This design comes from an exercise in tuning for small area and a short achievable clock period on the open sky130 flow, not from production work. At most, simulation tests tie the RTL to the original design; equivalence was not proved. No activity file was given, so power comes from the tool's default toggle rates.

Setup of garnet:
// bpu_top
module bpu_top (
   input  logic        clk_i,
   input  logic        rst_i,
   input  logic [31:0] curr_pc_i,
   output logic        pred_taken_o,
   output logic [31:0] pred_target_o,
   output logic        btb_hit_o,
   input  logic        res_valid_i,
   input  logic [31:0] res_pc_i,
   input  logic [31:0] res_target_i,
   input  logic        res_taken_i,
   input  logic        res_mispredict_i,
   output logic [31:0] mispred_cnt_o
);
clock: 7.0 ns
lec_check: 0
cap_margin: 20
core_margin: 2
core_utilization: 40
setup_slack_margin: 2.5
slew_margin: 20
synth_hierarchical: 1
run.sh (not shown) runs the stock make flow with config.mk's settings and CLKGATE_MAP_FILE= SYNTH_SCRIPT=/design/flow/synth_recipe.tcl, a recipe that flattens the netlist after the stock synthesis.
What sierra does differently from garnet at the input level:
Settings: CTS_CLUSTER_SIZE: unset -> 30; CTS_CLUSTER_DIAMETER: unset -> 50.
Findings:
Diode insertion count for antenna repair, sierra and garnet: higher on garnet
Going from garnet to sierra, post-layout minimum cycle time shows an increase of 0.043 ns, final critical-path setup slack lower, final wirelength saw a decrease, non-clock buffer count stayed essentially flat, clock skew increased 0.035 ns.
For combinational share of power, garnet and sierra come out practically identical.
The proportion of final cell area spent on non-clock buffers of garnet and that of sierra are within noise of each other.
Status: final area parity (garnet, sierra)
Worst hold margin: sierra vs garnet, no meaningful difference
Lower area fraction of clock buffers and clock inverters goes to sierra over garnet.

* * *

## before
bpu_top, a different RTL version from the one above (not shown whole).
Size in the first run: ~3700 cells after synthesis, ~1500 flip-flops, ~170 I/O pins, ~64000 um2 of cells after synthesis.
clock: 7.0 ns
lec_check: 0
cap_margin: 20
core_margin: 2
core_utilization: 40
setup_slack_margin: 2.5
slew_margin: 20
synth_hierarchical: 1
Changes in after relative to before:
- CORE_UTILIZATION: 40 -> 60
### Flow results
Higher area enclosed by the die boundary goes to before over after.
Compare after and before | total global-route track usage lower: before
after reports a higher final hold slack than before does.
after vs. before: multi-input gate area in the final layout went up by 150 um2.
The share of the cycle needed by the critical path after routing reported for after is greater than that of before by 1.2 points.
As far as simple-gate share of the synthesized area goes, after and before are indistinguishable; the numbers are identical.
No run of this note included a check of the RTL's function; only the layout flow was run.

* * *

Setup of v15:
Another version of the RTL of bpu_top (not shown whole).
Size in the first run: roughly 4,000 cells after synthesis, roughly 1,500 flip-flops, about 0.065 mm² of cells after synthesis.
## bpu_top
module bpu_top (
   input  logic        clk_i,
   input  logic        rst_i,
   input  logic [31:0] curr_pc_i,
   output logic        pred_taken_o,
   output logic [31:0] pred_target_o,
   output logic        btb_hit_o,
   input  logic        res_valid_i,
   input  logic [31:0] res_pc_i,
   input  logic [31:0] res_target_i,
   input  logic        res_taken_i,
   input  logic        res_mispredict_i,
   output logic [31:0] mispred_cnt_o
);
clock: 7.0 ns
lec_check: 0
cap_margin: 20
core_margin: 2
core_utilization: 40
cts_cluster_diameter: 60
cts_cluster_size: 40
gpl_routability_driven: 0
setup_slack_margin: 1.5
slew_margin: 20
synth_hierarchical: 1
standard.sh (not shown) runs the stock make flow with config.mk's settings and CLKGATE_MAP_FILE= SYNTH_SCRIPT=/design/flow/synth_recipe.tcl, a recipe that flattens the netlist after the stock synthesis.
==> flow/flow/run.sh <==
#!/bin/bash
# Standard layout (the standard.sh: ORFS from synthesis to the final layout), with
# clock tree synthesis told not to add dummy balancing loads to the clock tree.
set -euo pipefail
cd "$(dirname "$0")/.."
bash standard.sh \
   CTS_ARGS="-sink_clustering_enable -repair_clock_nets -dont_use_dummy_load -sink_clustering_size 40 -sink_clustering_max_diameter 60" \
   BUFFER_PORTS_ARGS="-buffer_cell sky130_fd_sc_hd__buf_2" \
   finish > flow_make.log 2>&1
#### Input delta (v30 over v15)
Settings: a deleted GPL_ROUTABILITY_DRIVEN that had been 0.
-- flow/flow/run.sh --
<<< v15, line 8
   BUFFER_PORTS_ARGS="-buffer_cell sky130_fd_sc_hd__buf_2" \
>>> v30, line 8
   BUFFER_PORTS_ARGS="-buffer_cell sky130_fd_sc_hd__buf_1" \
[summary]
The initial antenna violation count number comes out higher for v15 vs v30. Timing-limited maximum frequency (v30 over v15): decrease, about 0.8%. Re count of input and output buffers: no difference whatsoever between v30 and v15. Area of all placed cells without fillers: v15 vs v30, no meaningful difference. There was hardly any difference in sequential share of layout area between v30 and v15.
Input-level comparison between v48 and v30:
Settings: SLEW_MARGIN now 0, was 20; CAP_MARGIN now 0, was 20.
-- flow/flow/run.sh --
<<< v30, line 8
   BUFFER_PORTS_ARGS="-buffer_cell sky130_fd_sc_hd__buf_1" \
>>> v48, line 8
==> comparison <==
v48: full flow OK, the timing, DRC and antenna checks passed. Summary of v48 over v30: cell count of the worst reg-to-reg path down 1, part of the power in the clock network shows a reduction of 0.2 points, count of plain and timing-repair buffers grew by 51, fraction of standard cell area in multi-input logic decreased 0.55 points. Routed wire length: v48 and v30 compared, lower one is v30. Sort v48 and v30 by global-route usage asc -> top: v30.
Setup changes, v48 to v51
Settings: SLEW_MARGIN: 0 -> 20; SETUP_SLACK_MARGIN: 1.5 -> 1.0; CAP_MARGIN: 0 -> 20.
-- flow/flow/run.sh --
<<< v48, line 8
>>> v51, line 8
   BUFFER_PORTS_ARGS="-buffer_cell sky130_fd_sc_hd__buf_2" \
Findings:
v51 finished every step from synthesis to the final layout, and the layout passed the timing, DRC and antenna checks.
Between v48 and v51, the final antenna diode count is higher for v51.
Lower delay of the slowest critical-path stage goes to v48 over v51.
Placed instance area (higher): v48
Summary of v51 over v48: adder and majority cell fraction of the synthesized area held; non-clock buffer count in the final layout -27%; highest fanout seen on the critical path picked up an extra 8; relative contribution of combinational cells to total power fell by 1.3 points; multi-input gate share of the layout cell area increased 0.37 points.
Per the comparison of v51 with v48, met1 routed wirelength after detailed routing went down by about 1.3%; worst hold slack was more or less identical; power density over the cells went up by 2.8%.

* * *

## run a
bpu_top, a different RTL version from the one above (not shown whole).
Size: roughly 4000 cells after synthesis, ~1500 flip-flops, roughly 0.065 mm^2 of cells after synthesis.
clock: 7.0 ns
lec_check: 0
cap_margin: 20
core_margin: 2
core_utilization: 40
cts_cluster_diameter: 60
cts_cluster_size: 40
setup_slack_margin: 2.0
slew_margin: 20
synth_hierarchical: 1
==> flow/flow/run.sh <==
#!/bin/bash
# Standard layout (the standard.sh: ORFS from synthesis to the final layout), with
# clock tree synthesis told not to add dummy balancing loads to the clock tree.
set -euo pipefail
cd "$(dirname "$0")/.."
bash standard.sh \
   CTS_ARGS="-sink_clustering_enable -repair_clock_nets -dont_use_dummy_load -sink_clustering_size 40 -sink_clustering_max_diameter 60" \
   BUFFER_PORTS_ARGS="-buffer_cell sky130_fd_sc_hd__buf_2" \
   finish > flow_make.log 2>&1
[inputs] run b vs run a
- SETUP_SLACK_MARGIN changed from 2.0 to 1.5
- NOTE largest vdd supply drop run a->run b decreased by a few percent
- Per the comparison of run b with run a, largest net degree at the start of global routing went down by 1, area of the core was more or less identical, routed wirelength normalized by instance count was more or less identical.

* * *

bpu_top with an RTL version that a note above also has.
Size in the first run: roughly 64000 um^2 of cells after synthesis.
make LEC_CHECK=0 CAP_MARGIN=20 CORE_MARGIN=2 CORE_UTILIZATION=40 PLACE_DENSITY=0.85 SETUP_SLACK_MARGIN=2.5 SLEW_MARGIN=20 SYNTH_HIERARCHICAL=1 finish   # period 7.0 ns
run.sh (not shown) runs the stock make flow with config.mk's settings and CLKGATE_MAP_FILE= SYNTH_SCRIPT=/design/flow/synth_recipe.tcl, a recipe that flattens the netlist after the stock synthesis.
Stock flow here: none of the scripts above is used.
The first run finished clean.
Next try:
Settings changed: CTS_BUF_LIST from default to sky130_fd_sc_hd__clkbuf_4 sky130_fd_sc_hd__clkbuf_8, PLACE_DENSITY 0.85 to default.
The changed run completed with no timing, DRC or antenna violations.
Routed wire length goes down by 8.1%.
Core utilization stays flat.
Hold slack stays flat.
Area after synthesis does not change.
No functional check of the RTL was part of any run of this note.

* * *

== run A ==
bpu_top, a different RTL version from the one above (not shown whole).
Size: roughly 4000 cells after synthesis, roughly 1500 flip-flops, about 170 I/O pins, roughly 66000 um^2 of cells after synthesis.
clock: 7.0 ns
lec_check: 0
cap_margin: 20
core_margin: 2
core_utilization: 40
cts_cluster_diameter: 60
cts_cluster_size: 40
setup_slack_margin: 1.5
slew_margin: 20
synth_hierarchical: 1
standard.sh (not shown) runs the stock make flow with config.mk's settings and CLKGATE_MAP_FILE= SYNTH_SCRIPT=/design/flow/synth_recipe.tcl, a recipe that flattens the netlist after the stock synthesis.
==> flow/flow/run.sh <==
#!/bin/bash
# Standard layout (the standard.sh: ORFS from synthesis to the final layout), with
# clock tree synthesis told not to add dummy balancing loads to the clock tree.
set -euo pipefail
cd "$(dirname "$0")/.."
bash standard.sh \
   CTS_ARGS="-sink_clustering_enable -repair_clock_nets -dont_use_dummy_load -sink_clustering_size 40 -sink_clustering_max_diameter 60" \
   finish > flow_make.log 2>&1
[inputs] run B vs run A
- changing SETUP_SLACK_MARGIN from 1.5 to 0.5
==> comparison <==
- Fraction of cell area in non-clock buffers | run B below run A
- Run A has a higher area of all placed cells without fillers than run B.
- Looking at end point of the critical path, the pred_target_o[17] result is from run B; the pred_target_o[15] one comes from run A.
- On worst setup slack after placement, run A beats run B.
- Setup slack after layout (lower): run B
- Run B vs. run A: share of the clock period used by the worst path moved up, wire length of the first global-routing pass moved down, final total power moved down, routed wire length moved down.
Edits applied to the flow inputs when going from run B to run C:
- SETUP_SLACK_MARGIN changed from 0.5 to 3.5
==> results.txt <==
Per the final summary, run C finished and its layout is clean on timing, DRC and antenna.
Run C: fraction of area in multi-input gates is 0.33 points higher than what run B reported.
Compared to run B, the router laid down more metal wire for run C.
Run B → run C: total placed cells including tap cells down 26; cell count up 269; critical path depth up 3; unique cell type count in the Yosys netlist flat.
Cmp run C and run B / utilization / higher: run C
Diff run B -> run C | total power divided by cell area | decrease of about 0.4%
Compared with run B, run C shows a higher final instance area.

-- port drivers added, routing unchanged --
In the flow no input, the clock included, has a driving cell. The finished layouts below were timed again as built, in two steps. Step 1 assumes that a clkbuf_16 drives the clock port and a buf_2 every other input. Step 2 times the ports against the registers' clock, not the clock port: input delays grow and output delays shrink by t, the midpoint of the rising clock arrivals with the driver on. Three values: ideal, step 1, step 2; two values: the first two.
run	t, ns	setup WS [ns]	worst slew at a driven data input, ns
garnet	0.872	1.310 / 1.101 / 1.101	0.32
sierra	0.842	1.266 / 0.979 / 0.979	0.37
before	0.869	1.022 / 0.827 / 0.827	0.33
after	0.843	0.938 / 0.650 / 0.650	0.29
v15	0.795	1.339 / 1.064 / 0.858	0.30
v30	0.763	1.293 / 1.240 / 0.737	0.16
v48	0.787	1.384 / 1.069 / 0.759	0.35
v51	0.789	1.022 / 0.950 / 0.563	0.16
run a of note 4	0.791	1.527 / 1.208 / 1.208	0.39
run b of note 4	0.769	1.492 / 1.235 / 0.886	0.33
the first run of note 5	0.899	0.791 / 0.531 / 0.531	0.28
the second run of note 5	1.055	1.079 / 0.822 / 0.822	0.34
run A of note 6	0.796	1.351 / 1.267 / 0.738	0.18
run B of note 6	0.799	0.591 / 0.539 / 0.440	0.18
run C of note 6	0.794	1.249 / 0.961 / 0.961	0.31
After both steps every run listed still meets setup and hold. The setup slack of v48, which loses most, moves by -0.315 ns with the drivers and by -0.625 ns with both steps.
